What follows belongs to an exercise in optimizing a design on an open flow for small area, a short achievable clock period and few clock cycles per item; a production flow would make more cautious choices. RTL that was checked went through simulation tests only; none was proved equivalent to the original. Function not checked in run 1: the RTL went through the layout flow alone. No activity file was given, so power comes from the tool's default toggle rates.

==> flow/design.v (outline; a module is shown in full before it is edited, if it fits) <==
// module csa_multiplier: 1591 lines
module csa_multiplier (
    input  logic        clk,
    input  logic        rst_n,
    input  logic        in_valid,
    input  logic [15:0] x,
    input  logic [15:0] y,
    output logic        out_valid,
    output logic [31:0] product
);
  // ...
==> flow/flow/run.sh <==
#!/bin/bash
# Own layout flow: the standard layout with two changes.
# 1. Synthesis: Yosys's synth runs with -noabc, so its early "abc -fast" pass
#    does not re-map the hand-written full/half adders before extract_fa maps
#    them to the library's fa/ha cells (no inverters between adders).
# 2. Port buffers: buffer_ports still gives every input and output port a
#    buffer, but uses the plain buffer named below instead of the delay cell
#    it picks by default.
# Everything else is the standard flow (standard.sh, ORFS make targets).
set -euo pipefail
here=$(pwd)
sed 's/yosys synth -nofsm -noshare /yosys synth -nofsm -noshare -noabc /' synth_recipe.tcl > noabc_synth.tcl
grep -q -- "-noabc" noabc_synth.tcl
export BUFFER_PORTS_ARGS="-buffer_cell sky130_fd_sc_hd__buf_1"
bash standard.sh SYNTH_SCRIPT="$here/noabc_synth.tcl" finish > "$here/flow_make.log" 2>&1
==> flow/standard.sh <==
#!/bin/bash
# synth_recipe.tcl (not shown) runs the flow's synth.tcl, then flattens the netlist and writes it again
# the make line also repeats each setting of config.mk as NAME=value (left out here)
make -C /OpenROAD-flow-scripts/flow DESIGN_CONFIG=/design/flow/config.mk WORK_HOME=/design/flow/orfs CLKGATE_MAP_FILE= SYNTH_SCRIPT=/design/flow/synth_recipe.tcl "${@:-finish}"
==> flow/config.mk <==
export PLATFORM = sky130hd
export DESIGN_NAME = csa_multiplier
export DESIGN_NICKNAME = csa_multiplier
export VERILOG_FILES = /design/flow/design.v
export SDC_FILE = /design/flow/constraint.sdc
export NUM_CORES = 4
export LEC_CHECK = 0
export CAP_MARGIN = 20
export CORE_MARGIN = 2
export CORE_UTILIZATION = 40
export CTS_CLUSTER_DIAMETER = 80
export CTS_CLUSTER_SIZE = 24
export SETUP_SLACK_MARGIN = 4.3
export SLEW_MARGIN = 20
==> flow/constraint.sdc <==
create_clock -name core_clock -period 6.5 [get_ports {clk}]
set_input_delay 1.3000 -clock core_clock [delete_from_list [all_inputs] [get_ports {clk}]]
set_output_delay 1.3000 -clock core_clock [all_outputs]
set_load 0.01 [all_outputs]
==> flow_results.org, run 1 <==
** Route
- After the first detailed-routing iteration, the DRC count stood at 400.
- Routed vias :: 6245
- Wl on met1 :: 10.0 mm

** Finish
- In the layout the tool counted multi-input logic cells amounting to 559.
- Highest-count cells in the layout ignoring fill and taps :: sky130_fd_sc_hd__dfxtp_1 (157), sky130_fd_sc_hd__xnor2_1 (122), sky130_fd_sc_hd__a22oi_1 (120)
- Number of non-clock inverters :: 35
- Ranked by flip-flop count, first place goes to pr.

** Place
- Detailed placement ended at an HPWL of 15.2 mm.
- The count of buffers added on input and output ports is 67.

** Yosys
- The cell area that synthesis handed to floorplanning was 10700 um2.
- The synthesized netlist contains 31 unique library cells.
- Fraction of post-synthesis cell area in the top cell type by area :: 40.2%
- In the synthesized netlist, the number of instances is 891.

** Clock tree
- In this run the deepest clock path goes through 3 buffers.
- CTS built an H-tree with a depth of 1.
- For this design, the sink count on the clock tree is 215.

** Die
- For this design the top-level I/O count stands at 68.
- Die height :: 168 um
- The floorplan step defined a die boundary enclosing 28100 um2.
- Placeable core region :: 26100 um2

** Critical path
- The worst setup path is launched from a flop.
- The worst setup path is captured at a flop.

** Pwr
- Internal power comes to 3.62 mW.
- Summed over all sequential cells, the power is 2.24 mW.
- The clock network consumes a total of 990 uW.
- For this design the total switching power over the nets is 1.99 mW.
- Across the VDD grid, the largest voltage drop is 0.233 mV.

** Run status
- The run finished with no timing, DRC or antenna violations.

** STA
- Once routing completed, OpenROAD measured the worst setup slack at 4.11 ns.

** Global route
- Overall global routing resource usage :: 15.8%
==> run 2: changes to the inputs <==
--- a/flow/design.v
+++ b/flow/design.v
@@ -1172,41 +1172,41 @@
     assign g482 = c424 & s425;
     assign p483 = c426 ^ s427;
     assign g484 = c426 & s427;
     assign p485 = t1_c31_0 ^ c428;
     assign g486 = t1_c31_0 & c428;
     assign w487 = t1_c1_0 ^ g430;
     assign w488 = (t1_c1_0 & g430);
     assign w489 = p433 ^ g432;
-    assign w490 = g434 | (p433 & g432);
+    assign w490 = g434 | (p433 & t1_c4_2 & s325);
     assign w491 = p437 ^ g436;
-    assign w492 = g438 | (p437 & g436);
+    assign w492 = g438 | (p437 & c328 & s329);
     assign w493 = p441 ^ g440;
-    assign w494 = g442 | (p441 & g440);
+    assign w494 = g442 | (p441 & c332 & s333);
     assign w495 = p445 ^ g444;
-    assign w496 = g446 | (p445 & g444);
+    assign w496 = g446 | (p445 & s339 & s341);
     assign w497 = p449 ^ g448;
-    assign w498 = g450 | (p449 & g448);
+    assign w498 = g450 | (p449 & c346 & s349);
     assign w499 = p453 ^ g452;
-    assign w500 = g454 | (p453 & g452);
+    assign w500 = g454 | (p453 & s359 & s361);
     assign w501 = p457 ^ g456;
-    assign w502 = g458 | (p457 & g456);
+    assign w502 = g458 | (p457 & c368 & s373);
     assign w503 = p461 ^ g460;
-    assign w504 = g462 | (p461 & g460);
+    assign w504 = g462 | (p461 & c380 & s385);
     assign w505 = p465 ^ g464;
-    assign w506 = g466 | (p465 & g464);
+    assign w506 = g466 | (p465 & c392 & s397);
     assign w507 = p469 ^ g468;
-    assign w508 = g470 | (p469 & g468);
+    assign w508 = g470 | (p469 & c402 & s407);
     assign w509 = p473 ^ g472;
-    assign w510 = g474 | (p473 & g472);
+    assign w510 = g474 | (p473 & c412 & s415);
     assign w511 = p477 ^ g476;
-    assign w512 = g478 | (p477 & g476);
+    assign w512 = g478 | (p477 & c418 & s419);
     assign w513 = p481 ^ g480;
-    assign w514 = g482 | (p481 & g480);
+    assign w514 = g482 | (p481 & c422 & s423);
     assign w515 = p485 ^ g484;
     always_ff @(posedge clk) begin
         t1_c0_0 <= bp1;
         t1_c0_1 <= b_neg[0];
         t1_c1_0 <= bp2;
         t1_c2_0 <= s161;
         t1_c3_0 <= s163;
         t1_c4_0 <= bp37;
==> run 2 against run 1 <==
Effect of this change: still clean; hold slack improved by 0.0031 ns; flip-flop and latch count is the same; clock skew decreased by 0.014 ns; power is 9.2% higher; final cell count up 3.9%; sequential power about the same; critical path depth unchanged; cell area up 1.8%; synthesized cell count is 4.8% higher; clock power fell by 2%; register-to-register slack improved by 0.13 ns; wire length is 6.1% higher; largest power group unchanged; highest routed layer unchanged.
==> flow_results.org, run 2 <==
** Critical path
- Cells along the critical path :: fa_2 -> fa_2 -> fa_1 -> ha_4 -> a31o_2
- The most critical setup path has its startpoint at t1_c18_1.
- Critical Path End Type :: flop
- Arrival time reported for the critical path endpoint :: 2.64 ns
- The worst register-to-register path has a depth of 5.
- Of all nets on the critical path, the largest fanout is 2.
- In this design, the stage delay of the slowest critical-path cell is 0.59 ns.
- In this run the critical register-to-register path is captured at t2_gb9.
- The worst setup path is of the reg2reg kind.
- The startpoint identified for the worst register-to-register timing path is t1_c18_1.
- Total stage count of the critical path :: 5
- Buffering stage count on the worst path with inverters included :: 0
- Across all register-to-register paths, the minimum setup slack is 4.24 ns.
- Critical Path Most Common Cell :: sky130_fd_sc_hd__fa_2
- Broken down by cell family, the worst path's largest delay share belongs to adder cells.
- Data on the critical path is required at its endpoint by 6.88 ns.
- STA classifies the critical path startpoint as a flop.
- Among all stages on the critical path, the largest delay is contributed by sky130_fd_sc_hd__fa_1.

** STA
- At the pin with the least slew margin, the transition time is 0.648 ns.
- Hold violation total from the final report :: 0
- Worst slew margin relative to its limit :: 56.8%
- In the final timing run, aggregate negative setup slack is 0 ns.
- Peak Freq :: 443 MHz
- Setup violations remaining at the end of the flow were counted as 0.
- For the finished layout, the period the worst path requires is 2.26 ns.
- Final worst path period share :: 34.7%
- Clock skew on the completed layout was measured at 0.0170 ns.
- Unrepaired setup endpoints after global routing :: yes
- Fin. max-slew vios :: 0

** Global route
- The first global-routing pass estimated 36.9 mm of wire.
- The global-route total usage across every layer came to 16.3% (+0.49 points).
- The number of antenna violations at the first check in global routing came to 0.
- Leftover overflow at the end of global routing :: 0
- Entering global routing, the biggest net connects 35 pins.
- The via count of the first global-routing pass was 6731.

** Die
- For this configuration, the core starts out at a cell density of 40.6%.
- The die outline height came to 169 um (+0.97%).
- Number of I/O pins :: 68 (unchanged)
- Placeable core region :: 26900 um2 (+2.8%)
- Std-Cell Rows :: 60
- The die outline area was 28600 um2 (+1.9%).
- The die is 169 um wide.

** Yosys
- Sorting the synthesized cells by how often they occur yields sky130_fd_sc_hd__dfxtp_1 (215), sky130_fd_sc_hd__xnor2_1 (122), sky130_fd_sc_hd__a22oi_1 (120), sky130_fd_sc_hd__fa_1 (105), sky130_fd_sc_hd__clkbuf_1 (74).
- The distinct cell type count after synthesis was 36 (+16%).
- The area share of the leading cell type in the synthesized netlist is 39.5% (-0.79 points).
- A synthesized cell averages 11.7 um2.
- Of all cell types, the one taking the most synthesized area is sky130_fd_sc_hd__dfxtp_1.
- Post-synthesis net count :: 1147
- The post-synthesis instance area was 10900 um2 (+2.0%).
- EDFF count, synth :: 0
- Share of synthesized area occupied by flip-flops and latches :: 39.5%
- Total of warnings raised by yosys :: 1
- Synthesized netlist cell count :: 934 (+4.8%)
- Synthesis inferred 215 register bits.
- After synthesis, the cell types taking the most area are sky130_fd_sc_hd__dfxtp_1 (39%), sky130_fd_sc_hd__fa_1 (19%), sky130_fd_sc_hd__xnor2_1 (9.8%).
- Of all flip-flops after synthesis, the portion carrying an async set or reset was 0%.
- Post-synth top flop :: sky130_fd_sc_hd__dfxtp_1
- Most repeated cell in the gate-level netlist after synthesis :: sky130_fd_sc_hd__dfxtp_1

** Route
- For this block, the routed nets add up to 22.8 mm of wire.
- Via density :: 5.11
- The first TritonRoute pass finished after 5 iterations.
- Once detail routing completed, the nets flagged for antenna violations numbered 0.
- After detailed routing, the average wire length per cell comes to 17.7 um.
- In the routed design, unresolved DRC markers number 0.
- Routed vias :: 6581 (+5.4%)
- Iteration-0 DRC Markers :: 433 (+8.3%)

** Run status
- The run finished with no timing, DRC or antenna violations.

** Clock tree
- CTS tree :: yes
- Clock insertion delay at the later pin of the skew report :: 0.49 ns
- H-tree depth :: 1 (unchanged)
- Counting the buffers created by CTS gives 14.
- Count of clock tree sinks :: 215 (unchanged)
- In this run the post-CTS setup repair buffer count came out at 0.
- After clock tree synthesis, the clock-pin slew on the worst setup and hold paths is 0.09 ns.
- The tree is rooted in a sky130_fd_sc_hd__clkbuf_16.
- # hold bufs at CTS :: 0
- Maximum number of buffers from clock root to sink :: 3 (unchanged)

** Finish
- Relative to the synthesized area, the layout overhead comes to 11.3%.
- Summing all non-filler instances in the final layout gives an area of 12100 um2.
- Number of standard cells in the layout, taps in and fillers out :: 1288
- Counting the fill cells in the layout gives 2500.
- Most common cell after layout, fill and taps aside :: sky130_fd_sc_hd__dfxtp_1
- The repair_antennas step left the layout with diodes totalling 0.
- Summing all multi-input logic gate instances after layout gives 6290 um2.
- Highest-count cells in the layout ignoring fill and taps :: sky130_fd_sc_hd__dfxtp_1 (158), sky130_fd_sc_hd__xnor2_1 (122), sky130_fd_sc_hd__a22oi_1 (120)
- In the final layout, the registers with the most flip-flops are pr (32), xr (16).
- Flip-flop count of the largest register after layout :: 32
- In the final design database the tool counted 1153 nets.
- Across the whole layout, storage elements account for 4390 um2.
- Ranked by flip-flop count, first place goes to pr.
- Fraction of final layout cells with drive strength greater than 1 :: 16.7%

** Place
- Cell area after placement :: 11300 um2
- The congestion estimate from routability-driven global placement came to 0.861.
- DPL Wire Length :: 15.7 mm (+3.4%)
- Buffers on Ports :: 67 (unchanged)
- Number of placed instances with taps included :: 1265

** Pwr
- Power dissipated by switching net loads :: 2.19 mW (+10%)
- Of the total power, registers draw 37.0%.
- Internal power summed over all cells :: 3.94 mW (+8.7%)
- Power spread over the standard cell area amounts to 504 nW/um2.
- Of the total power, combinational logic draws 47.2%.
- Switching Fraction :: 35.7%
- Part of the total power dissipated in the clock network :: 15.8%
- P_leak :: 4.87 nW
- Maximum ir drop on the vdd rail :: 0.230 mV (-1.1%)

** Worst hold path
- Worst min-delay path category :: reg2reg
- For hold timing, the worst endpoint is pr[0].
- The worst hold path passes through 0 cells.
- The startpoint identified for the worst hold timing path is t2_s0.

** Job
- Count of max-cap constraint violations :: 0
==> run 2: how the worst max path moves through the flow <==
stage,to
global placement,t1_c21_2
global route,t2_gb9
CTS,t2_gb9
finish,t2_gb9
floorplan,t2_gb9
detailed placement,t1_c21_2
==> run 2: cells by family after synthesis <==
group           synth area share (%)
xor+xnor                        13.9
flops                           39.5
compound gates                  11.4
buf+inv                         4.05
fa+ha+maj                       27.6
simple gates                    3.53
==> run 2: area by class of cell <==
| class | count | area share (%) |
|---|---|---|
| tap | 341 | 3.51 |
| inverter | 33 | 1.02 |
| clock inverter | 5 | 0.659 |
| sequential | 215 | 36.2 |
| multi-input combinational | 604 | 51.8 |
| timing repair buffer | 72 | 3.45 |
| clock buffer | 18 | 3.35 |
==> run 2: repair_timing <==
| item | in CTS | in global routing |
|---|---|---|
| pin swaps | 9 | 3 |
| setup endpoints to repair | 102 | 58 |
| gates resized for setup | 85 | 43 |
| endpoints found under the hold margin | 0 | 0 |
==> run 2: per-stage QoR <==
step | power (mW) | setup WS [ns] | hold WS, ns | util, %
after CTS | 5.97 | 4.25 | 0.335 | 44.5
final | 6.12 | 4.24 | 0.332 | 45.2
after floorplan | 4.10 | 4.24 | 0.310 | -
after detailed placement | 4.80 | 3.85 | 0.315 | 42.1
after global routing | 6.75 | 4.21 | 0.339 | 45.2
after global placement | 4.75 | 3.87 | 0.313 | 42.1
==> run 2: per-layer routing <==
metal | up-vias | global-route usage (%) | share of wire (%)
met5 | - | 0 | 0
met4 | 0 | 4.38 | 1.9
met3 | 39 | 3.38 | 7.4
met2 | 243 | 24.7 | 43
met1 | 3179 | 23.8 | 48
li1 | 3120 | - | -
==> run 2: power by group through the flow <==
stage | registers, mW | logic [mW] | clock network, mW
2_1_floorplan | 2.17 | 1.93 | 0
3_3_place_gp | 2.27 | 2.48 | 0
3_5_place_dp | 2.27 | 2.52 | 0
4_1_cts | 2.25 | 2.72 | 1.00
5_1_grt | 2.32 | 3.38 | 1.05
6_report | 2.27 | 2.89 | 0.970
Testbench counts of run 2, summed over its fixed seeds: cycles 12,024, items 12,000.
==> run 3: changes to the inputs <==
--- a/flow/config.mk
+++ b/flow/config.mk
@@ -10,5 +10,5 @@
 export CORE_UTILIZATION = 40
 export CTS_CLUSTER_DIAMETER = 80
 export CTS_CLUSTER_SIZE = 24
-export SETUP_SLACK_MARGIN = 4.3
+export SETUP_SLACK_MARGIN = 4.2
 export SLEW_MARGIN = 20
==> run 3 against run 2 <==
Effect of this change: critical path depth did not move; clock skew rose by 0.0085 ns; wire length fell by 0.20%; power fell by 4.1%; area after synthesis did not move; via count barely moved; hold slack barely moved; utilization fell by 0.71 points; non-clock buffer count rose by 1; global-route usage barely moved; combinational power fell by 8.7%; critical endpoint unchanged; largest cell class unchanged.
==> flow_results.org, run 3 <==
** Critical path
- Max FO, Critical Path :: 2 (unchanged)
- Type of the setup path with the least slack :: reg2reg
- Crit path launch type :: flop
- Arrival time reported for the critical path endpoint :: 2.72 ns (+0.08 ns)
- The worst setup path is captured at a flop.
- The required time at the endpoint of the critical path was 6.88 ns (about the same).

** Place
- Post-Place Worst Slack :: 3.83 ns (-0.0295 ns)
- The total placed instance area was 11300 um2 (about the same).
- Buffers on Ports :: 67 (unchanged)
- The routability congestion estimate came to 0.854 (-0.73%).
- The estimated wirelength of the detail-placed design is 15.8 mm (+1.1%).

** Pwr
- The total leakage power came to 4.82 nW (-1.0%).
- Power per Cell Area :: 491 nW/um2 (-2.6%)
- The highest ir drop seen on vdd was 0.199 mV (-13%).

** Clock tree
- Clock transition at the register clock pins on the worst setup and hold paths after CTS :: 0.09 ns (about the same)
- Number of clock buffers inserted by TritonCTS :: 15 (+1)
- Total setup buffers inserted after CTS :: 0 (unchanged)
- The clock latency on the worst-skew pair came to 0.49 ns (about the same).
- CTS Root Buffer Type :: sky130_fd_sc_hd__clkbuf_16
- Count of clock tree sinks :: 215 (unchanged)
- H-tree depth :: 1 (unchanged)
- Maximum number of buffers from clock root to sink :: 3 (unchanged)
- TritonCTS built the clock tree.

** Finish
- The largest registers in the layout are pr (32), xr (16).
- Antenna Cells :: 0 (unchanged)
- The ratio of cells with drive above 1 in the final layout came to 12.0% (-4.7 points).
- Final net count :: 1155 (+0.17%)
- The final standard cell area without fillers is 12000 um2 (-1.6%).
- Highest-count cells in the layout ignoring fill and taps :: sky130_fd_sc_hd__dfxtp_1 (178), sky130_fd_sc_hd__xnor2_1 (122), sky130_fd_sc_hd__a22oi_1 (120)
- Area added between synthesis and finish :: 9.57%
- Fill cell instance count of the final layout :: 2508 (+0.32%)
- Most common cell after layout, fill and taps aside :: sky130_fd_sc_hd__dfxtp_1
- Register with the most flip-flops :: pr
- The flip-flop count of the largest register after layout was 32 (unchanged).

** Global route
- The pin count of the biggest net entering global routing was 35 (unchanged).
- The via count of the first global-routing pass is 6791 (+0.89%).
- Initial antenna violation count :: 0 (unchanged)
- The global-route congestion overflow total is 0 (unchanged).
- Overall global routing resource usage :: 16.4% (+0.049 points)
- Global-route wire length before repair :: 37.3 mm (+1.1%)

** Yosys
- Fraction of post-synthesis cell area in the top cell type by area :: 39.5% (unchanged)
- FFs w/ async S/R, synth :: 0% (unchanged)
- Most repeated cell in the gate-level netlist after synthesis :: sky130_fd_sc_hd__dfxtp_1
- Post-synthesis net count :: 1147 (unchanged)
- The synthesis-stage register bit count was 215 (unchanged).
- The post-synthesis cell count is 934 (unchanged).
- Share of synthesized area occupied by flip-flops and latches :: 39.5% (unchanged)
- Sorting the synthesized cells by area gives the leading types as sky130_fd_sc_hd__dfxtp_1 (39%), sky130_fd_sc_hd__fa_1 (19%), sky130_fd_sc_hd__xnor2_1 (9.8%).
- The most used flip-flop cell after synthesis is sky130_fd_sc_hd__dfxtp_1.
- The post-synthesis instance area was 10900 um2 (unchanged).
- Post-synthesis cell type with the largest combined area :: sky130_fd_sc_hd__dfxtp_1
- The total number of yosys warnings was 1 (unchanged).
- Average footprint of a synthesized cell :: 11.7 um2 (unchanged)
- The count of flip-flops with a built-in enable after synthesis is 0 (unchanged).
- The distinct cell type count after synthesis is 36 (unchanged).
- Synth cell count leaders :: sky130_fd_sc_hd__dfxtp_1 (215), sky130_fd_sc_hd__xnor2_1 (122), sky130_fd_sc_hd__a22oi_1 (120), sky130_fd_sc_hd__fa_1 (105), sky130_fd_sc_hd__clkbuf_1 (74)

** Route
- Post-route antenna net violation count :: 0 (unchanged)
- The number of vias in the routed layout came to 6582 (+0.015%).
- The length of the first detailed-routing pass in iterations is 5 (unchanged).
- Via density :: 5.11 (about the same)
- Iteration-0 DRC Markers :: 563 (+30%)
- The met3 wirelength from detailed routing was 1.68 mm (unchanged).
- The routed length per instance was 17.6 um (-0.28%).
- Wl on met1 :: 10.8 mm (-1.1%)
- The post-detailed-route DRC marker count came to 0 (unchanged).
- Routed length on met2 :: 9.91 mm (+2.2%)
- Uppermost routed layer :: met4
- The final wirelength is 22.7 mm (-0.20%).

** Die
- The I/O pin count is 68 (unchanged).
- Placeable core region :: 26900 um2 (unchanged)
- Std-Cell Rows :: 60 (unchanged)
- The die outline area is 28600 um2 (unchanged).
- The die outline height came to 169 um (unchanged).
- Starting utilization of the core area :: 40.6% (unchanged)
- Chip width :: 169 um (unchanged)

** STA
- The number of endpoints with negative hold slack in the final report came to 0 (unchanged).
- Final worst path period share :: 35.9% (+1.2 points)
- The max-slew violation count is 0 (unchanged).
- The final hold slack is 0.332 ns (-0.000474 ns).
- Final setup fails :: 0 (unchanged)
- Worst slew margin relative to its limit :: 69.2% (+12 points)
- The clock period minus final worst setup slack is 2.34 ns (+0.0808 ns).
- Slew at the pin closest to its max-slew limit :: 0.463 ns (-0.186 ns)
- Peak Freq :: 428 MHz (-3.5%)
- Unrepaired setup endpoints after global routing :: yes
- The setup TNS is 0 ns (unchanged).
- The maximum clock skew at final layout came to 0.0255 ns (+0.00847 ns).
- The setup slack of the critical path after layout is 4.16 ns (-0.0808 ns).

** Worst hold path
- Worst min-delay path category :: reg2reg

** Job
- Count of max-cap constraint violations :: 0 (unchanged)

** Run status
- The run finished with no timing, DRC or antenna violations.
==> run 3: cell counts after synthesis <==
No cell type changed its count.
==> run 3: kinds of logic (layout without fill, tap and decap cells) <==
| family | Yosys count | count (layout) | synth area share (%) |
|---|---|---|---|
| AOI/OAI and AO/OA | 166 | 166 | 11.4 |
| xor gates and xnor gates | 173 | 173 | 13.9 |
| adders and majority gates | 178 | 178 | 27.6 |
| buffers and inverters | 115 | 129 | 4.05 |
| DFF | 215 | 215 | 39.5 |
| and+or+nand+nor | 87 | 87 | 3.53 |
==> run 3: path summary, 6_finish.rpt <==
kind | startpoint | end | slack [ns] | depth (start not counted)
max | t1_c18_1 | t2_gb9 | 4.16 | 5
min | t2_s0 | pr[0] | 0.33 | 0
max reg2reg | t1_c18_1 | t2_gb9 | 4.16 | 5
min reg2reg | t2_s0 | pr[0] | 0.33 | 0
==> run 3: per-layer routing <==
| metal | global-route usage (%) | up-vias |
|---|---|---|
| met2 | 25.2 | 235 |
| met5 | 0 | - |
| met3 | 3.15 | 27 |
| met1 | 23.9 | 3196 |
| met4 | 3.79 | 0 |
| li1 | - | 3124 |
==> run 3: repair_timing <==
| action | CTS | global route |
|---|---|---|
| gates cloned | 0 | 0 |
| endpoints found under the hold margin | 0 | 0 |
| setup endpoints to repair | 49 | 60 |
| pin swaps | 1 | 4 |
| hold buffers | 0 | 0 |
| gates resized for setup | 31 | 39 |
==> run 3: critical path: stages (launching register included) <==
cell,delay (ns)
sky130_fd_sc_hd__dfxtp_4,0.38
sky130_fd_sc_hd__fa_2,0.45
sky130_fd_sc_hd__fa_2,0.38
sky130_fd_sc_hd__fa_1,0.59
sky130_fd_sc_hd__ha_4,0.21
sky130_fd_sc_hd__a31o_2,0.22
==> run 3: area by class of cell <==
type | count | area (um2) | share of cell area [%]
well taps | 341 | 427 | 3.57
flip-flops and latches | 215 | 4360 | 36.5
clock inverters | 8 | 119 | 0.994
repair buffers | 73 | 322 | 2.69
clock buffers | 15 | 375 | 3.14
multi-input cells | 604 | 6220 | 52.1
inverters | 33 | 124 | 1.04
==> run 3: power breakdown <==
part / switching [mW] / internal [mW] / total (mW)
Combinational: 1.29 / 1.35 / 2.64
Sequential: 0.356 / 1.89 / 2.24
Clock: 0.499 / 0.490 / 0.989
Total: 2.15 / 3.73 / 5.87
==> run 3: per-stage QoR <==
stage | total power, mW | instances | util [%]
2_1_floorplan | 4.08 | 934 | -
3_3_place_gp | 4.74 | 1266 | 42.1
3_5_place_dp | 4.81 | 1266 | 42.1
4_1_cts | 5.91 | 1289 | 44.2
5_1_grt | 6.48 | 1289 | 44.5
6_report | 5.87 | 1289 | 44.5
==> run 4: changes to the inputs <==
--- a/flow/config.mk
+++ b/flow/config.mk
@@ -10,5 +10,5 @@
 export CORE_UTILIZATION = 40
 export CTS_CLUSTER_DIAMETER = 80
 export CTS_CLUSTER_SIZE = 24
-export SETUP_SLACK_MARGIN = 4.2
+export SETUP_SLACK_MARGIN = 4.25
 export SLEW_MARGIN = 20
==> run 4 against run 3 <==
Effect of this change: register-to-register slack improved by 0.09 ns; maximum frequency increased by 3.9%; highest routed layer unchanged; utilization increased by 0.31 points; non-clock buffer count shrank 1; wire length up 2.0%; die area stayed put; still clean.
==> flow_results.org, run 4 <==
** Critical path
- For this design, the slowest cell found on the critical path is sky130_fd_sc_hd__fa_1.
- Crit path launch type :: flop
- The highest fanout seen on the critical path came to 2 (unchanged).
- Stage delay of the slowest cell on the critical path :: 0.54 ns (-0.05 ns)
- Worst path top cell family by delay :: adder cells
- The count of buffer and inverter cells on the critical path was 0 (unchanged).
- Type of the setup path with the least slack :: reg2reg
- The worst setup path is captured at a flop.
- The worst endpoint data arrival time is 2.63 ns (-0.09 ns).
- The most numerous cell type found on the critical path is sky130_fd_sc_hd__fa_1.
- Cells along the critical path :: fa_2 -> fa_1 -> fa_1 -> ha_4 -> a31o_2
- Worst path required time :: 6.88 ns (about the same)

** STA
- The ratio of final minimum period to clock period was 34.6% (-1.4 points).
- Peak Freq :: 445 MHz (+3.9%)
- Min Hold Slack :: 0.330 ns (-0.00164 ns)
- Setup repair after global routing could not meet its margin everywhere.
- Shortest period the worst path allows :: 2.25 ns (-0.0882 ns)
- Setup total negative slack :: 0 ns (unchanged)
- Final setup fails :: 0 (unchanged)
- The setup slack of the critical path after layout came to 4.25 ns (+0.0882 ns).
- Fin. max-slew vios :: 0 (unchanged)
- The number of endpoints with negative hold slack in the final report was 0 (unchanged).
- Worst slew margin relative to its limit :: 57.9% (-11 points)
- The transition time at the pin with the least slew margin was 0.631 ns (+0.169 ns).
- Largest clock skew in the final design :: 0.0123 ns (-0.0132 ns)

** Route
- Via density :: 5.14 (+0.58%)
- The routed length per instance was 18.0 um (+2.2%).
- Post-route antenna net violation count :: 0 (unchanged)
- The iteration-0 DRC count of the detailed router came to 492 (-13%).
- The number of vias in the routed layout came to 6610 (+0.43%).
- The post-detailed-route DRC marker count was 0 (unchanged).
- Final routed wirelength across all metal layers :: 23.2 mm (+2.0%)
- The length of the first detailed-routing pass in iterations is 5 (unchanged).

** Yosys
- FFs w/ async S/R, synth :: 0% (unchanged)
- Fraction of post-synthesis cell area in the top cell type by area :: 39.5% (unchanged)
- Total of warnings raised by yosys :: 1 (unchanged)
- The count of flip-flops with a built-in enable after synthesis is 0 (unchanged).
- Synth cell count leaders :: sky130_fd_sc_hd__dfxtp_1 (215), sky130_fd_sc_hd__xnor2_1 (122), sky130_fd_sc_hd__a22oi_1 (120), sky130_fd_sc_hd__fa_1 (105), sky130_fd_sc_hd__clkbuf_1 (74)
- Most repeated cell in the gate-level netlist after synthesis :: sky130_fd_sc_hd__dfxtp_1
- Post-synthesis cell type with the largest combined area :: sky130_fd_sc_hd__dfxtp_1
- Cell variety after synth :: 36 (unchanged)
- The synthesis-stage register bit count is 215 (unchanged).
- Share of synthesized area occupied by flip-flops and latches :: 39.5% (unchanged)
- Post-synthesis net count :: 1147 (unchanged)
- Average footprint of a synthesized cell :: 11.7 um2 (unchanged)
- Post-synth top flop :: sky130_fd_sc_hd__dfxtp_1
- The post-synthesis instance area is 10900 um2 (unchanged).
- The post-synthesis cell count came to 934 (unchanged).
- Sorting the synthesized cells by area gives the leading types as sky130_fd_sc_hd__dfxtp_1 (39%), sky130_fd_sc_hd__fa_1 (19%), sky130_fd_sc_hd__xnor2_1 (9.8%).

** Die
- The I/O pin count is 68 (unchanged).
- The effective utilization at floorplan was 40.6% (unchanged).
- Die height :: 169 um (unchanged)
- Placeable core region :: 26900 um2 (unchanged)
- The die width was 169 um (unchanged).
- Area of the die :: 28600 um2 (unchanged)
- Std-Cell Rows :: 60 (unchanged)

** Finish
- In the layout the commonest cells are sky130_fd_sc_hd__dfxtp_1 (167), sky130_fd_sc_hd__xnor2_1 (122), sky130_fd_sc_hd__a22oi_1 (120).
- Fill cell instance count of the final layout :: 2486 (-0.88%)
- The final cell count without fillers came to 1287 (-0.16%).
- Post-layout util :: 44.8% (+0.31 points)
- The storage element area is 4370 um2 (+0.26%).
- Fraction of final layout cells with drive strength greater than 1 :: 15.2% (+3.2 points)
- Register with the most flip-flops :: pr
- The largest registers in the layout are pr (32), xr (16).
- Summed area of non-filler cells in the final layout :: 12000 um2 (+0.70%)
- The library cell used most frequently in the layout, excluding fill and tap cells, is sky130_fd_sc_hd__dfxtp_1.
- Antenna Cells :: 0 (unchanged)
- Multi-input gate area :: 6260 um2 (+0.64%)
- Final net count :: 1153 (-0.17%)
- From synthesis to final layout, the design area changed by 10.3%.
- The flip-flop count of the largest register after layout is 32 (unchanged).

** Clock tree
- Clock insertion delay at the later pin of the skew report :: 0.49 ns (about the same)
- CTS tree :: yes
- The maximum clock path buffer count is 3 (unchanged).
- CTS Root Buffer Type :: sky130_fd_sc_hd__clkbuf_16
- Number of clock buffers inserted by TritonCTS :: 14 (-1)
- The count of clock tree sinks came to 215 (unchanged).
- Clock transition at the register clock pins on the worst setup and hold paths after CTS :: 0.09 ns (about the same)
- The count of H-tree levels built during CTS came to 1 (unchanged).
- Total setup buffers inserted after CTS :: 0 (unchanged)

** Pwr
- Power, Total :: 6.01 mW (+2.3%)
- The part of the power in the clock network is 15.7% (-1.1 points).
- The total leakage power came to 4.85 nW (+0.53%).
- The reported net switching power was 2.16 mW (+0.79%).
- The share of total power in sequential cells came to 37.6% (-0.6 points).
- Switching Fraction :: 36.0% (-0.55 points)
- Maximum ir drop on the vdd rail :: 0.192 mV (-3.6%)
- The internal cell power was 3.85 mW (+3.2%).
- Combinational share of power :: 46.8% (+1.8 points)
- Power per Cell Area :: 499 nW/um2 (+1.6%)

** Place
- The total placed instance area came to 11300 um2 (about the same).
- Buffers on Ports :: 67 (unchanged)
- The estimated wirelength of the detail-placed design came to 15.7 mm (-0.89%).
- Post-Place Worst Slack :: 3.81 ns (-0.0168 ns)
- Routability Congestion :: 0.854 (about the same)
- The post-placement cell count is 1265 (-0.079%).

** Global route
- Leftover overflow at the end of global routing :: 0 (unchanged)
- The global-route wire length before repair came to 37.9 mm (+1.5%).
- Maximum number of pins on one net before global-route repair :: 35 (unchanged)
- The number of antenna violations at the first check in global routing is 0 (unchanged).
- The via count of the first global-routing pass came to 6923 (+1.9%).
- The global-route total usage across every layer is 16.6% (+0.19 points).

** Run status
- The run finished with no timing, DRC or antenna violations.

** Job
- The total of max-cap violations is 0 (unchanged).

** Worst hold path
- Worst min-delay path category :: reg2reg
## run 4: cell counts after synthesis
Identical to the previous run, type by type.
## run 4: power by group through the flow
| stage | Sequential, mW | Combinational (mW) | Clock (mW) |
|---|---|---|---|
| final | 2.26 | 2.81 | 0.943 |
| after CTS | 2.24 | 2.74 | 0.979 |
| after floorplan | 2.17 | 1.92 | 0 |
| after global placement | 2.27 | 2.48 | 0 |
| after global routing | 2.31 | 3.28 | 1.02 |
| after detailed placement | 2.27 | 2.52 | 0 |
## run 4: final cells by class
cell class,count,share of cell area (%)
Multi-Input combinational cell,604,52.0
Clock buffer,16,3.15
Sequential cell,215,36.3
Timing Repair Buffer,72,3.21
Inverter,33,1.03
Clock inverter,6,0.686
Tap cell,341,3.54
## run 4: kinds of logic after synthesis
kind of cell,count (synthesis),share of synthesized area (%)
DFF,215,39.5
and+or+nand+nor,87,3.53
adders and majority gates,178,27.6
xor gates and xnor gates,173,13.9
buffers and inverters,115,4.05
AOI/OAI and AO/OA,166,11.4
## run 4: path summary, 6_finish.rpt
check                              start     end  slack (ns)  depth (start not counted)
worst min register to register     t2_s1   pr[1]        0.33                          0
worst min-delay path               t2_s1   pr[1]        0.33                          0
worst max-delay path            t1_c18_2  t2_gb9        4.25                          5
worst max register to register  t1_c18_2  t2_gb9        4.25                          5
## run 4: timing repair
action                     CTS  global route
pin swaps                    5             3
setup endpoints to repair   95            54
hold buffers                 0             0
gates resized for setup     78            29
## run 4: layer usage
| layer | vias to the layer above | routed length [um] | track usage [%] | part of all wire, % |
|---|---|---|---|---|
| li1 | 3124 | - | - | - |
| met1 | 3217 | 11000 | 24.0 | 48 |
| met2 | 240 | 9980 | 25.6 | 43 |
| met3 | 29 | 1670 | 2.52 | 7.2 |
| met4 | 0 | 490 | 4.98 | 2.1 |
| met5 | - | 0 | 0 | 0 |
==> run 5: changes to the inputs <==
--- a/flow/config.mk
+++ b/flow/config.mk
@@ -9,6 +9,6 @@
 export CORE_MARGIN = 2
 export CORE_UTILIZATION = 40
 export CTS_CLUSTER_DIAMETER = 80
-export CTS_CLUSTER_SIZE = 24
+export CTS_CLUSTER_SIZE = 30
 export SETUP_SLACK_MARGIN = 4.25
 export SLEW_MARGIN = 20
==> run 5 against run 4 <==
Effect of this change: still clean on timing, DRC and antenna; worst setup slack worse by 0.014 ns; global-route usage down 0.070 points; utilization rose by 0.27 points; synthesized cell count unchanged; hold slack improved by 0.0048 ns; non-clock buffer count is the same; clock skew grew 0.015 ns; critical endpoint unchanged; largest cell class unchanged; largest power group unchanged.
==> flow_results.org, run 5 <==
** Run status
- The run finished with no timing, DRC or antenna violations.

** Finish
- More flip-flops sit in one register than any other, and that register is pr.
- The largest registers in the layout are pr (32), xr (16).
- The area growth from synthesis to layout is 11.0%.
- Summed area of non-filler cells in the final layout :: 12100 um2 (+0.61%)
- Leaving out fill and tap cells, the most frequent cells in the layout are sky130_fd_sc_hd__dfxtp_1 (166), sky130_fd_sc_hd__xnor2_1 (122), sky130_fd_sc_hd__a22oi_1 (120).
- The ratio of cells with drive above 1 in the final layout was 15.9% (+0.71 points).
- The flip-flop count of the largest register after layout is 32 (unchanged).
- The final cell count without fillers is 1289 (+0.16%).
- Final net count :: 1153 (unchanged)
- Antenna Cells :: 0 (unchanged)
- Leaving out fill and tap cells, the most frequent cell in the layout is sky130_fd_sc_hd__dfxtp_1.

** Route
- The iteration-0 DRC count of the detailed router is 432 (-12%).
- The post-detailed-route DRC marker count was 0 (unchanged).
- Wl on met1 :: 11.1 mm (+1.1%)
- Routed vias :: 6605 (-0.076%)
- The detailed router used layers up to and including met4.
- Via density :: 5.12 (-0.23%)
- The routed length per instance is 18.0 um (about the same).
- The length of routed met2 wiring was 9.98 mm (about the same).
- The met3 wirelength from detailed routing is 1.69 mm (+0.96%).
- Post-route antenna net violation count :: 0 (unchanged)
- The length of the first detailed-routing pass in iterations was 5 (unchanged).
- The final wirelength was 23.2 mm (+0.24%).

** Critical path
- Stage delay of the slowest cell on the critical path :: 0.54 ns (about the same)
- Cells along the critical path :: fa_2 -> fa_1 -> fa_1 -> ha_4 -> a31o_2
- Crit path launch type :: flop
- Max FO, Critical Path :: 2 (unchanged)
- The worst endpoint data arrival time was 2.64 ns (about the same).
- The cell depth of the worst flop-to-flop path is 5 (unchanged).
- Capture point of the worst reg-to-reg path :: t2_gb9
- Type of the setup path with the least slack :: reg2reg
- Register-to-register path setup slack :: 4.24 ns (about the same)
- Critical Path End Type :: flop
- Critical Path Most Common Cell :: sky130_fd_sc_hd__fa_1
- In this run the worst setup path terminates at t2_gb9.
- The required time at the endpoint of the critical path was 6.88 ns (about the same).
- Startpoint of the worst-slack reg-to-reg timing path :: t1_c18_2
- Slowest-stage cell, CP :: sky130_fd_sc_hd__fa_1
- In this run the worst setup path begins at t1_c18_2.

** Yosys
- Total of warnings raised by yosys :: 1 (unchanged)
- The area share of the leading cell type in the synthesized netlist came to 39.5% (unchanged).
- Post-synthesis net count :: 1147 (unchanged)
- The biggest area contributor in the post-synthesis netlist is sky130_fd_sc_hd__dfxtp_1.
- The mean area per synthesized cell came to 11.7 um2 (unchanged).
- The post-synthesis instance area is 10900 um2 (unchanged).
- In the synthesized netlist the dominant register cell turns out to be sky130_fd_sc_hd__dfxtp_1.
- Yosys instantiated no cell more often than sky130_fd_sc_hd__dfxtp_1.
- Share of synthesized area occupied by flip-flops and latches :: 39.5% (unchanged)
- Post-synthesis sequential element count :: 215 (unchanged)
- By area the synthesized netlist is led by sky130_fd_sc_hd__dfxtp_1 (39%), sky130_fd_sc_hd__fa_1 (19%), sky130_fd_sc_hd__xnor2_1 (9.8%).
- EDFF count, synth :: 0 (unchanged)
- After synthesis, the most frequently instantiated cells are sky130_fd_sc_hd__dfxtp_1 (215), sky130_fd_sc_hd__xnor2_1 (122), sky130_fd_sc_hd__a22oi_1 (120), sky130_fd_sc_hd__fa_1 (105), sky130_fd_sc_hd__clkbuf_1 (74).
- The post-synthesis cell count is 934 (unchanged).
- FFs w/ async S/R, synth :: 0% (unchanged)
- Cell variety after synth :: 36 (unchanged)

** Place
- The setup slack at placement came to 3.81 ns (unchanged).
- The estimated wirelength of the detail-placed design came to 15.7 mm (unchanged).
- The quantity of I/O buffers inserted on ports was 67 (unchanged).
- The post-placement cell count was 1265 (unchanged).
- Cell area after placement :: 11300 um2 (unchanged)
- The routability congestion estimate came to 0.854 (unchanged).

** Pwr
- The total leakage power was 4.86 nW (+0.34%).
- The areal power density over the cells was 508 nW/um2 (+1.8%).
- Maximum ir drop on the vdd rail :: 0.207 mV (+7.9%)

** Die
- Number of I/O pins :: 68 (unchanged)
- The die outline area is 28600 um2 (unchanged).
- The die outline height was 169 um (unchanged).
- The die width was 169 um (unchanged).
- Std-Cell Rows :: 60 (unchanged)
- Starting utilization of the core area :: 40.6% (unchanged)
- Placeable core region :: 26900 um2 (unchanged)

** STA
- Min Hold Slack :: 0.335 ns (+0.00476 ns)
- Shortest period the worst path allows :: 2.26 ns (+0.0138 ns)
- The final count of negative-setup-slack endpoints came to 0 (unchanged).
- The number of endpoints with negative hold slack in the final report came to 0 (unchanged).
- The ratio of final minimum period to clock period came to 34.8% (+0.21 points).
- Peak Freq :: 442 MHz (-0.61%)
- Worst slew margin relative to its limit :: 59.0% (+1.1 points)
- The setup slack of the critical path after layout came to 4.24 ns (-0.0138 ns).
- Setup total negative slack :: 0 ns (unchanged)
- Slew at the pin closest to its max-slew limit :: 0.615 ns (-0.0162 ns)
- Fin. max-slew vios :: 0 (unchanged)
- Largest clock skew in the final design :: 0.0272 ns (+0.0149 ns)
- Unrepaired setup endpoints after global routing :: yes

** Global route
- The global-route total usage across every layer was 16.5% (-0.070 points).
- Via count of the first global-routing pass :: 6916 (-0.10%)
- The global-route wire length before repair came to 37.8 mm (-0.29%).
- The global-route congestion overflow total is 0 (unchanged).
- Initial antenna violation count :: 0 (unchanged)
- Maximum number of pins on one net before global-route repair :: 35 (unchanged)

** Clock tree
- Clock transition at the register clock pins on the worst setup and hold paths after CTS :: 0.10 ns (about the same)
- The root buffer cell chosen for the clock tree is sky130_fd_sc_hd__clkbuf_16.
- TritonCTS built the clock tree.
- The count of clock tree sinks is 215 (unchanged).
- Number of clock buffers inserted by TritonCTS :: 14 (unchanged)
- The clock latency on the worst-skew pair was 0.50 ns (about the same).
- H-tree depth :: 1 (unchanged)
- Total setup buffers inserted after CTS :: 0 (unchanged)
- The post-cts hold buffer count is 0 (unchanged).
- The maximum clock path buffer count is 3 (unchanged).

** Job
- Count of max-cap constraint violations :: 0 (unchanged)

** Worst hold path
- The tightest min-delay check is of the reg2reg type.
==> run 5: layout make-up <==
| class | instances | area, um2 |
|---|---|---|
| timing repair buffer | 72 | 390 |
| multi-input combinational | 604 | 6290 |
| sequential | 215 | 4380 |
| inverter | 33 | 124 |
| tap | 341 | 427 |
| clock inverter | 9 | 123 |
| fill | 2480 | 14800 |
| clock buffer | 15 | 375 |
==> run 5: how the worst min path moves through the flow <==
stage                       start     to  slack (ns)  depth (start not counted)
after floorplan             t2_s0  pr[0]        0.31                          0
after global placement      t2_s0  pr[0]        0.31                          0
after detailed placement  t1_c2_0  t2_s2        0.31                          0
after CTS                 t1_c2_0  t2_s2        0.34                          0
after global routing        t2_s1  pr[1]        0.35                          0
final                       t2_s1  pr[1]        0.34                          0
==> run 5: per-layer routing <==
layer  track usage (%)  up-vias
met4              4.38        0
met1              23.8     3218
met2              25.4      230
met5                 0        -
met3              3.29       31
li1                  -     3126
==> run 5: what timing repair did <==
action,in CTS,in global routing
gates resized for setup,82,33
setup endpoints to repair,98,68
pin swaps,5,5
==> run 5: kinds of logic (layout without fill, tap and decap cells) <==
logic type	after synthesis	after routing	share of synthesized area (%)
xor gates and xnor gates	173	173	13.9
DFF	215	215	39.5
AOI/OAI and AO/OA	166	166	11.4
buffers and inverters	115	129	4.05
adders and majority gates	178	178	27.6
and+or+nand+nor	87	87	3.53
==> run 5: critical path: cells and delay by family (launching register included) <==
kind	cells	cell delay (ns)
adder cells (fa/ha/maj)	4	1.62
flip-flops	1	0.34
AO/OA/AOI/OAI	1	0.19
==> run 5: stage by stage <==
stage | util [%] | power, mW
final | 45.1 | 6.15
after global routing | 45.1 | 6.75
after CTS | 44.6 | 6.03
after detailed placement | 42.1 | 4.79
after global placement | 42.1 | 4.75
after floorplan | - | 4.09
==> run 5: power by group <==
group	internal, mW	total (mW)	switching [mW]
logic	1.55	2.92	1.37
registers	1.89	2.26	0.363
clock network	0.457	0.975	0.518
total	3.90	6.15	2.25
==> run 6: changes to the inputs <==
--- a/flow/config.mk
+++ b/flow/config.mk
@@ -8,7 +8,8 @@
 export CAP_MARGIN = 20
 export CORE_MARGIN = 2
 export CORE_UTILIZATION = 40
-export CTS_CLUSTER_DIAMETER = 80
+export CTS_CLUSTER_DIAMETER = 100
 export CTS_CLUSTER_SIZE = 30
+export PLACE_DENSITY = 0.7
 export SETUP_SLACK_MARGIN = 4.25
 export SLEW_MARGIN = 20
==> run 6 against run 5 <==
Effect of this change: still clean on timing, DRC and antenna; via count barely moved; maximum frequency shrank 1.5%; cell area shrank 1.7%; sequential share of layout area grew 0.58 points; count of clock-buffer cells in the layout fell by 2.
==> flow_results.org, run 6 <==
** Run status
- The flow ran to the end and the layout has no timing, DRC or antenna violations.

** STA
- Final setup fails :: 0 (unchanged)
- Slew at the pin closest to its max-slew limit :: 0.624 ns (+0.00855 ns)
- The ratio of final minimum period to clock period was 35.3% (+0.53 points).
- Hold violation total from the final report :: 0 (unchanged)
- The final hold slack is 0.338 ns (+0.00272 ns).
- The maximum clock skew at final layout came to 0.0218 ns (-0.00545 ns).
- Unrepaired setup endpoints after global routing :: yes
- The setup TNS came to 0 ns (unchanged).
- Fin. max-slew vios :: 0 (unchanged)
- Shortest period the worst path allows :: 2.30 ns (+0.0342 ns)
- The maximum clock rate came to 435 MHz (-1.5%).
- Worst slew margin relative to its limit :: 58.4% (-0.57 points)

** Clock tree
- Count of clock tree sinks :: 215 (unchanged)
- H-tree depth :: 1 (unchanged)
- The number of buffers inserted during clock tree synthesis was 11 (-3).
- CTS tree :: yes
- The post-cts hold buffer count came to 0 (unchanged).
- The post-CTS clock slew at the launch and capture registers of the worst setup and hold paths is 0.10 ns (about the same).
- Total setup buffers inserted after CTS :: 0 (unchanged)
- Clock insertion delay at the later pin of the skew report :: 0.47 ns (-0.03 ns)
- Clock tree synthesis selected as its root buffer the cell sky130_fd_sc_hd__clkbuf_16.
- Maximum number of buffers from clock root to sink :: 3 (unchanged)

** Route
- Iteration-0 DRC Markers :: 481 (+11%)
- Via density :: 5.16 (+0.67%)
- The number of vias in the routed layout came to 6608 (+0.045%).
- The final wirelength came to 22.7 mm (-2.1%).
- The count of nets left with antenna violations after detail routing came to 0 (unchanged).
- The routed length per instance was 17.7 um (-1.5%).
- The post-detailed-route DRC marker count came to 0 (unchanged).
- The length of the first detailed-routing pass in iterations is 6 (+1).

** Global route
- The global-route total usage across every layer came to 16.3% (-0.22 points).
- Initial antenna violation count :: 0 (unchanged)
- The global-route congestion overflow total was 0 (unchanged).
- Global-route wire length before repair :: 37.1 mm (-1.7%)
- The pin count of the biggest net entering global routing was 35 (unchanged).
- Via count of the first global-routing pass :: 6863 (-0.77%)

** Die
- Starting utilization of the core area :: 40.6% (unchanged)
- Number of I/O pins :: 68 (unchanged)
- The die outline height was 169 um (unchanged).
- The number of rows in the core area came to 60 (unchanged).
- The die outline area came to 28600 um2 (unchanged).
- The die width is 169 um (unchanged).
- The area of the core was 26900 um2 (unchanged).

** Finish
- The layout net count is 1151 (-0.17%).
- The library cells used most frequently in the layout, excluding fill and tap cells, are sky130_fd_sc_hd__dfxtp_1 (165), sky130_fd_sc_hd__xnor2_1 (122), sky130_fd_sc_hd__a22oi_1 (120).
- Area added between synthesis and finish :: 9.09%
- The ratio of cells with drive above 1 in the final layout is 14.7% (-1.2 points).
- Most common cell after layout, fill and taps aside :: sky130_fd_sc_hd__dfxtp_1
- Post-layout util :: 44.3% (-0.78 points)
- Register with the most flip-flops :: pr
- Registers with the most flip-flops :: pr (32), xr (16)
- The flip-flop count of the largest register after layout came to 32 (unchanged).
- Antenna Cells :: 0 (unchanged)

** Yosys
- Post-synthesis sequential element count :: 215 (unchanged)
- EDFF count, synth :: 0 (unchanged)
- Post-synth top flop :: sky130_fd_sc_hd__dfxtp_1
- Ranked by instance count, the synthesized netlist is headed by sky130_fd_sc_hd__dfxtp_1 (215), sky130_fd_sc_hd__xnor2_1 (122), sky130_fd_sc_hd__a22oi_1 (120), sky130_fd_sc_hd__fa_1 (105), sky130_fd_sc_hd__clkbuf_1 (74).
- The post-synthesis async set-or-reset flop share is 0% (unchanged).
- The distinct cell type count after synthesis is 36 (unchanged).
- The area share of the leading cell type in the synthesized netlist is 39.5% (unchanged).
- The post-synthesis cell count is 934 (unchanged).
- Post-synthesis net count :: 1147 (unchanged)
- Largest cells by area after synthesis :: sky130_fd_sc_hd__dfxtp_1 (39%), sky130_fd_sc_hd__fa_1 (19%), sky130_fd_sc_hd__xnor2_1 (9.8%)
- The post-synthesis instance area is 10900 um2 (unchanged).
- sky130_fd_sc_hd__dfxtp_1 is the most common cell in the netlist.
- The part of the Yosys area used for sequential elements is 39.5% (unchanged).
- The mean area per synthesized cell came to 11.7 um2 (unchanged).
- Total of warnings raised by yosys :: 1 (unchanged)
- Post-synthesis cell type with the largest combined area :: sky130_fd_sc_hd__dfxtp_1

** Worst hold path
- The worst hold path belongs to the class reg2reg.
- Number of instances on the worst hold path :: 0 (unchanged)

** Place
- Buffers on Ports :: 67 (unchanged)
- The estimated wirelength of the detail-placed design came to 15.9 mm (+0.93%).
- Routability Congestion :: 0.883 (+3.3%)

** Pwr
- Power per Cell Area :: 494 nW/um2 (-2.8%)
- Maximum ir drop on the vdd rail :: 0.182 mV (-12%)
- P_leak :: 4.79 nW (-1.5%)

** Job
- The total of max-cap violations came to 0 (unchanged).

** Critical path
- STA classifies the critical path endpoint as a flop.
- The worst setup path is of the reg2reg kind.
- Arrival time reported for the critical path endpoint :: 2.66 ns (+0.02 ns)
- STA classifies the critical path startpoint as a flop.
- Max FO, Critical Path :: 2 (unchanged)
- The cell depth of the worst flop-to-flop path came to 5 (unchanged).
- Worst path required time :: 6.86 ns (-0.02 ns)
run 6: cell counts after synthesis:
Identical to the previous run, type by type.
run 6: where the power goes:
| group | internal [mW] | switching, mW | leakage (nW) | total, mW |
|---|---|---|---|---|
| clock network | 0.332 | 0.409 | 0.156 | 0.741 |
| registers | 1.89 | 0.357 | 1.81 | 2.25 |
| logic | 1.52 | 1.37 | 2.82 | 2.89 |
| total | 3.74 | 2.14 | 4.79 | 5.88 |
run 6: final timing paths:
check                start      to  slack (ns)
setup / recovery  t1_c18_1  t2_gb9        4.20
hold / removal     t1_c3_0   t2_s3        0.34
setup reg to reg  t1_c18_1  t2_gb9        4.20
hold reg to reg    t1_c3_0   t2_s3        0.34
run 6: final cells by class:
class	instances	area, um2
tap	341	427
fill	2510	15000
timing repair buffer	73	410
sequential	215	4370
clock buffer	13	293
multi-input combinational	604	6250
inverter	33	124
clock inverter	2	25.0
run 6: timing repair:
| action | CTS | global route |
|---|---|---|
| endpoints found under the hold margin | 0 | 0 |
| gates cloned | 0 | 0 |
| resized for setup | 62 | 49 |
| endpoints found under the setup margin | 84 | 62 |
| pin swaps | 5 | 3 |
run 6: logic make-up after synthesis:
family,Yosys count,share of synthesized area (%)
adder cells (fa/ha/maj),178,27.6
AND/OR/NAND/NOR,87,3.53
buffers and inverters,115,4.05
XOR/XNOR,173,13.9
flip-flops,215,39.5
AO/OA/AOI/OAI,166,11.4
run 6: stage by stage:
stage	instances	setup WS [ns]	power (mW)	area, um2
floorplan	934	4.24	4.09	10900
global placement	1266	3.85	4.71	11300
detailed placement	1266	3.91	4.82	11300
CTS	1281	4.19	5.78	11800
global route	1281	4.18	6.47	11900
finish	1281	4.20	5.88	11900
run 6: worst max-delay path, stage by stage (launching register included):
cell,delay (ns)
sky130_fd_sc_hd__dfxtp_2,0.38
sky130_fd_sc_hd__fa_2,0.45
sky130_fd_sc_hd__fa_2,0.37
sky130_fd_sc_hd__fa_1,0.57
sky130_fd_sc_hd__ha_4,0.22
sky130_fd_sc_hd__a31o_2,0.19
run 6: metal layers:
layer / global-route usage, % / part of all wire, %
met5: 0 / 0
met1: 22.9 / 46
met3: 2.92 / 8.0
met4: 4.16 / 1.8
met2: 26.0 / 45
==> run 7: changes to the inputs <==
--- a/flow/config.mk
+++ b/flow/config.mk
@@ -10,6 +10,5 @@
 export CORE_UTILIZATION = 40
 export CTS_CLUSTER_DIAMETER = 100
 export CTS_CLUSTER_SIZE = 30
-export PLACE_DENSITY = 0.7
 export SETUP_SLACK_MARGIN = 4.25
 export SLEW_MARGIN = 20
==> run 7 against run 6 <==
Effect of this change: still clean on timing, DRC and antenna; wire length grew 1.2%; maximum frequency grew 1.9%; critical path depth is the same; clock skew shrank 0.0068 ns; die area is the same; final cell count is the same; count of clock-buffer cells in the layout grew 1; cell area is essentially flat; largest power group unchanged.
==> flow_results.org, run 7 <==
** Run status
- The run finished with no timing, DRC or antenna violations.

** Route
- Remaining DRCs :: 0 (unchanged)
- The length of routed wiring on met1 came to 11.1 mm (+6.7%).
- Iteration-0 DRC Markers :: 449 (-6.7%)
- The length of routed met2 wiring is 9.80 mm (-3.1%).
- Uppermost routed layer :: met4
- The number of vias in the routed layout was 6555 (-0.80%).
- Total iterations of the first detailed-routing run :: 5 (-1)
- The count of nets left with antenna violations after detail routing was 0 (unchanged).
- Final routed wirelength across all metal layers :: 23.0 mm (+1.2%)
- Via density :: 5.12 (-0.80%)
- Total length of routed met3 wires :: 1.66 mm (-8.7%)
- The routed length per instance is 18.0 um (+1.2%).

** Die
- The I/O pin count was 68 (unchanged).
- The die outline area came to 28600 um2 (unchanged).
- The area of the core was 26900 um2 (unchanged).
- The effective utilization at floorplan was 40.6% (unchanged).
- The die width was 169 um (unchanged).
- The number of rows in the core area came to 60 (unchanged).
- Die height :: 169 um (unchanged)

** Clock tree
- The clock latency on the worst-skew pair was 0.48 ns (about the same).
- The count of clock tree sinks came to 215 (unchanged).
- The number of buffers inserted during clock tree synthesis came to 11 (unchanged).
- The post-CTS clock slew at the launch and capture registers of the worst setup and hold paths came to 0.11 ns (about the same).
- CTS tree :: yes
- CTS Root Buffer Type :: sky130_fd_sc_hd__clkbuf_16
- Maximum number of buffers from clock root to sink :: 3 (unchanged)
- Total setup buffers inserted after CTS :: 0 (unchanged)
- The count of H-tree levels built during CTS is 1 (unchanged).

** Yosys
- The net count after synthesis is 1147 (unchanged).
- The post-synthesis cell count was 934 (unchanged).
- Largest cells by area after synthesis :: sky130_fd_sc_hd__dfxtp_1 (39%), sky130_fd_sc_hd__fa_1 (19%), sky130_fd_sc_hd__xnor2_1 (9.8%)
- The post-synthesis compound-gate area fraction was 11.4% (unchanged).
- In the post-synthesis netlist, the cell with the most instances is sky130_fd_sc_hd__dfxtp_1.
- Synth cell count leaders :: sky130_fd_sc_hd__dfxtp_1 (215), sky130_fd_sc_hd__xnor2_1 (122), sky130_fd_sc_hd__a22oi_1 (120), sky130_fd_sc_hd__fa_1 (105), sky130_fd_sc_hd__clkbuf_1 (74)
- The distinct cell type count after synthesis is 36 (unchanged).
- EDFF count, synth :: 0 (unchanged)
- The post-synthesis async set-or-reset flop share is 0% (unchanged).
- The total number of yosys warnings was 1 (unchanged).
- Share of synthesized area spent on multiplexers :: 0% (unchanged)
- Average footprint of a synthesized cell :: 11.7 um2 (unchanged)
- The post-synthesis instance area was 10900 um2 (unchanged).
- Post-synthesis cell type with the largest combined area :: sky130_fd_sc_hd__dfxtp_1
- Simple logic cell fraction of the synthesized area :: 3.53% (unchanged)
- By area, the combinational part of the netlist is dominated by adder cells.
- Adder-Cell Fraction of Synth Area :: 27.6% (unchanged)
- The synthesis-stage register bit count was 215 (unchanged).
- The fraction of synthesized cell area in xor and xnor cells is 13.9% (unchanged).
- The area share of the leading cell type in the synthesized netlist came to 39.5% (unchanged).
- The part of the Yosys area used for sequential elements was 39.5% (unchanged).
- Among all flip-flop cells after synthesis, the most frequent one is sky130_fd_sc_hd__dfxtp_1.

** Finish
- Post-layout util :: 44.3% (about the same)
- Register with the most flip-flops :: pr
- Registers with the most flip-flops :: pr (32), xr (16)
- The top cell types in the final layout, fill and taps aside, are sky130_fd_sc_hd__dfxtp_1 (169), sky130_fd_sc_hd__xnor2_1 (122), sky130_fd_sc_hd__a22oi_1 (120).
- The layout-stage area growth over the synthesis result came to 9.02% (about the same).
- The final-layout fill cell count was 2514 (+0.16%).
- Flip-flop count of the largest register after layout :: 32 (unchanged)
- Fraction of final layout cells with drive strength greater than 1 :: 14.5% (-0.21 points)
- Number of standard cells in the layout, taps in and fillers out :: 1281 (unchanged)
- Most common cell after layout, fill and taps aside :: sky130_fd_sc_hd__dfxtp_1
- Summed area of non-filler cells in the final layout :: 11900 um2 (about the same)
- Antenna Cells :: 0 (unchanged)
- Final net count :: 1150 (-0.087%)

** Critical path
- The worst setup path is captured at a flop.
- Max FO, Critical Path :: 2 (unchanged)
- The critical path in this run is classified as reg2reg.
- Worst path required time :: 6.88 ns (+0.02 ns)
- Arrival time reported for the critical path endpoint :: 2.63 ns (-0.03 ns)
- STA classifies the critical path startpoint as a flop.

** STA
- The worst-case headroom to the max-slew limit is 59.7% (+1.3 points).
- The transition time at the pin with the least slew margin was 0.605 ns (-0.0189 ns).
- Largest clock skew in the final design :: 0.0149 ns (-0.00683 ns)
- The ratio of final minimum period to clock period came to 34.7% (-0.66 points).
- Peak Freq :: 444 MHz (+1.9%)
- Fin. max-slew vios :: 0 (unchanged)
- The clock period minus final worst setup slack was 2.25 ns (-0.0427 ns).
- The final count of negative-setup-slack endpoints was 0 (unchanged).
- Unrepaired setup endpoints after global routing :: yes
- The setup slack of the critical path after layout came to 4.25 ns (+0.0427 ns).
- Hold violation total from the final report :: 0 (unchanged)
- The setup TNS came to 0 ns (unchanged).

** Job
- Count of max-cap constraint violations :: 0 (unchanged)

** Pwr
- Combinational share of power :: 48.4% (-0.7 points)
- The total leakage power is 4.78 nW (-0.22%).
- The reported net switching power is 2.13 mW (-0.61%).
- The highest ir drop seen on vdd came to 0.184 mV (+0.88%).
- The switching portion of total power was 36.3% (-0.053 points).
- Sequential power share :: 38.5% (+0.2 points)
- The part of the power in the clock network came to 13.2% (+0.6 points).
- Power per Cell Area :: 492 nW/um2 (-0.39%)
- Internal power summed over all cells :: 3.73 mW (-0.38%)

** Place
- The post-placement cell count came to 1265 (-0.079%).
- The setup slack at placement came to 3.81 ns (-0.104 ns).
- Buffers on Ports :: 67 (unchanged)
- The routability congestion estimate came to 0.854 (-3.2%).
- Cell area after placement :: 11300 um2 (about the same)
- DPL Wire Length :: 15.7 mm (-0.92%)

** Global route
- Via count of the first global-routing pass :: 6871 (+0.12%)
- The pin count of the biggest net entering global routing came to 35 (unchanged).
- The global-route wire length before repair was 37.6 mm (+1.2%).
- The global-route congestion overflow total came to 0 (unchanged).
- Overall global routing resource usage :: 16.4% (+0.16 points)
- The number of antenna violations at the first check in global routing is 0 (unchanged).

** Worst hold path
- Worst min-delay path category :: reg2reg
## run 7: cell type report
type                       instances  area (um2)  area share [%]
timing repair buffer              72         368            3.09
clock buffer                      14         307            2.58
sequential                       215        4370            36.8
inverter                          33         124            1.04
tap                              341         427            3.59
clock inverter                     2        25.0           0.210
multi-input combinational        604        6270            52.7
## run 7: final timing paths
path	start	end	slack [ns]	depth (start not counted)
worst max-delay path	t1_c18_1	t2_gb9	4.25	5
worst min register to register	t2_s1	pr[1]	0.34	0
worst max register to register	t1_c18_1	t2_gb9	4.25	5
worst min-delay path	t2_s1	pr[1]	0.34	0
## run 7: stage by stage
step	hold slack [ns]	power [mW]
6_report	0.336	5.85
5_1_grt	0.351	6.45
4_1_cts	0.339	5.77
3_5_place_dp	0.314	4.79
3_3_place_gp	0.314	4.75
2_1_floorplan	0.310	4.09
## run 7: power by group through the flow
stage | Clock (mW) | Combinational (mW) | Sequential, mW
6_report | 0.770 | 2.83 | 2.25
5_1_grt | 0.847 | 3.30 | 2.31
4_1_cts | 0.803 | 2.73 | 2.24
3_5_place_dp | 0 | 2.52 | 2.27
3_3_place_gp | 0 | 2.48 | 2.27
2_1_floorplan | 0 | 1.92 | 2.17
## run 7: critical path, stage by stage, from the launching register on
cell                      delay, ns
sky130_fd_sc_hd__dfxtp_2       0.38
sky130_fd_sc_hd__fa_2          0.45
sky130_fd_sc_hd__fa_2          0.37
sky130_fd_sc_hd__fa_1          0.55
sky130_fd_sc_hd__ha_4          0.21
sky130_fd_sc_hd__a31o_2        0.19
## run 7: layer usage
layer | up-vias | global-route usage, %
met3 | 32 | 3.19
met5 | - | 0
met1 | 3182 | 23.9
met4 | 0 | 4.46
met2 | 232 | 25.0
li1 | 3109 | -
## run 7: cell families after synthesis
kind of cell / Yosys count
buf+inv: 115
flops: 215
xor+xnor: 173
fa+ha+maj: 178
compound gates: 166
simple gates: 87
## run 7: repair_timing
action / in CTS / in global routing
pin swaps: 5 / 3
endpoints found under the setup margin: 94 / 59
gates resized for setup: 73 / 29
hold buffers: 0 / 0
==> run 8: changes to the inputs <==
--- a/flow/config.mk
+++ b/flow/config.mk
@@ -10,5 +10,5 @@
 export CORE_UTILIZATION = 40
 export CTS_CLUSTER_DIAMETER = 100
 export CTS_CLUSTER_SIZE = 30
-export SETUP_SLACK_MARGIN = 4.25
+export SETUP_SLACK_MARGIN = 4.3
 export SLEW_MARGIN = 20
==> run 8 against run 7 <==
Effect of this change: still clean; final cell count decreased by 0.16%; cell area rose by 0.63%; non-clock buffer count did not move; highest routed layer unchanged.
==> flow_results.org, run 8 <==
** Die
- The effective utilization at floorplan came to 40.6% (unchanged).
- The die outline area is 28600 um2 (unchanged).
- Die height :: 169 um (unchanged)
- Number of I/O pins :: 68 (unchanged)

** Critical path
- STA classifies the critical path startpoint as a flop.
- Type of the setup path with the least slack :: reg2reg
- Slowest-stage cell, CP :: sky130_fd_sc_hd__fa_1
- Cells along the critical path :: fa_2 -> fa_2 -> fa_1 -> ha_4 -> a31o_2
- The required time at the endpoint of the critical path is 6.87 ns (about the same).
- The cell that appears most often on the critical path is sky130_fd_sc_hd__fa_2.
- The worst stage delay on the critical path is 0.59 ns (+0.04 ns).

** Yosys
- Among all flip-flop cells after synthesis, the most frequent one is sky130_fd_sc_hd__dfxtp_1.
- Share of synthesized area occupied by flip-flops and latches :: 39.5% (unchanged)
- FFs w/ async S/R, synth :: 0% (unchanged)
- The synthesis-stage register bit count is 215 (unchanged).
- The most common cell in the synthesized netlist is sky130_fd_sc_hd__dfxtp_1.
- Ranked by total cell area, the synthesized netlist is headed by sky130_fd_sc_hd__dfxtp_1 (39%), sky130_fd_sc_hd__fa_1 (19%), sky130_fd_sc_hd__xnor2_1 (9.8%).
- The count of flip-flops with a built-in enable after synthesis was 0 (unchanged).
- Synthesized netlist cell count :: 934 (unchanged)
- Cell variety after synth :: 36 (unchanged)
- The area share of the leading cell type in the synthesized netlist is 39.5% (unchanged).

** Global route
- The global-route total usage across every layer came to 16.2% (-0.24 points).
- The via count of the first global-routing pass came to 6673 (-2.9%).
- Initial antenna violation count :: 0 (unchanged)
- Maximum number of pins on one net before global-route repair :: 35 (unchanged)
- The global-route congestion overflow total was 0 (unchanged).

** Place
- DPL Wire Length :: 15.7 mm (-0.18%)

** Run status
- The flow ran to the end and the layout has no timing, DRC or antenna violations.

** Route
- Routed vias :: 6517 (-0.58%)
- The routed length per instance is 17.7 um (-1.6%).
- The post-detailed-route via-to-cell ratio is 5.10 (-0.42%).
- Total iterations of the first detailed-routing run :: 5 (unchanged)

** STA
- The worst-case headroom to the max-slew limit is 56.6% (-3.1 points).
- The ratio of final minimum period to clock period is 34.7% (about the same).
- Shortest period the worst path allows :: 2.25 ns (+0.000780 ns)
- The maximum clock skew at final layout is 0.0121 ns (-0.00280 ns).
- The number of endpoints with negative hold slack in the final report is 0 (unchanged).

** Finish
- The library cell used most frequently in the layout, excluding fill and tap cells, is sky130_fd_sc_hd__dfxtp_1.
- Area added between synthesis and finish :: 9.70%
- Final net count :: 1150 (unchanged)
- The final standard cell area without fillers came to 12000 um2 (+0.63%).
- Antenna Cells :: 0 (unchanged)
- The flip-flop count of the largest register after layout came to 32 (unchanged).

** Clock tree
- The post-CTS setup buffer count is 0 (unchanged).
- # hold bufs at CTS :: 0 (unchanged)
- Clock insertion delay at the later pin of the skew report :: 0.47 ns (about the same)
- TritonCTS built the clock tree.

** Pwr
- The total leakage power was 4.79 nW (+0.14%).

** Job
- The total of max-cap violations was 0 (unchanged).
==> run 8: cell types whose count changed in the layout (fill, tap and decap cells not counted), moves of 3 or more <==
cell	previous run	this run
sky130_fd_sc_hd__dfxtp_1	169	157
sky130_fd_sc_hd__buf_2	23	20
sky130_fd_sc_hd__clkbuf_2	4	0
sky130_fd_sc_hd__dfxtp_2	42	52
sky130_fd_sc_hd__buf_6	6	14
==> run 8: final cells by class <==
type / instances / area (um2)
clock buffer: 11 / 275
clock inverter: 3 / 33.8
fill: 2502 / 14900
inverter: 33 / 124
multi-input combinational: 604 / 6290
sequential: 215 / 4390
tap: 341 / 427
timing repair buffer: 72 / 423
==> run 8: final timing paths <==
path	from	end	slack (ns)	cells past startpoint
max	t1_c18_1	t2_gb9	4.25	5
min	t2_s0	pr[0]	0.34	0
min reg2reg	t2_s0	pr[0]	0.34	0
max reg2reg	t1_c18_1	t2_gb9	4.25	5
==> run 8: metal layers <==
layer	track usage, %	vias to the layer above	part of all wire [%]
met5	0	-	0
met1	23.7	3153	48
li1	-	3108	-
met4	4.68	0	2.4
met2	24.6	214	42
met3	2.92	42	7.1
==> run 8: logic make-up after synthesis <==
logic type | count (synthesis) | synth area share (%)
AO/OA/AOI/OAI | 166 | 11.4
XOR/XNOR | 173 | 13.9
adder cells (fa/ha/maj) | 178 | 27.6
buffers and inverters | 115 | 4.05
flip-flops | 215 | 39.5
AND/OR/NAND/NOR | 87 | 3.53
==> run 8: stage by stage <==
stage / utilization (%) / total power, mW / setup WS, ns / hold slack (ns) / instances
final: 44.5 / 5.88 / 4.25 / 0.337 / 1279
after global routing: 44.5 / 6.52 / 4.22 / 0.345 / 1279
after CTS: 43.9 / 5.74 / 4.24 / 0.341 / 1279
after detailed placement: 42.1 / 4.80 / 3.85 / 0.315 / 1265
after global placement: 42.1 / 4.75 / 3.87 / 0.313 / 1265
after floorplan: - / 4.10 / 4.24 / 0.310 / 934
==> run 8: repair_timing <==
action	4_1_cts	5_1_grt
setup endpoints to repair	102	55
pin swaps	9	3
resized for setup	86	43
==> run 8: worst reg2reg max path: stages (launching register included) <==
cell                      delay (ns)
sky130_fd_sc_hd__dfxtp_2        0.36
sky130_fd_sc_hd__fa_2           0.44
sky130_fd_sc_hd__fa_2           0.36
sky130_fd_sc_hd__fa_1           0.59
sky130_fd_sc_hd__ha_4           0.21
sky130_fd_sc_hd__a31o_2         0.19
==> run 8: power breakdown <==
group / total (mW) / internal (mW) / switching [mW]
clock network: 0.739 / 0.318 / 0.421
registers: 2.27 / 1.90 / 0.369
logic: 2.88 / 1.54 / 1.34
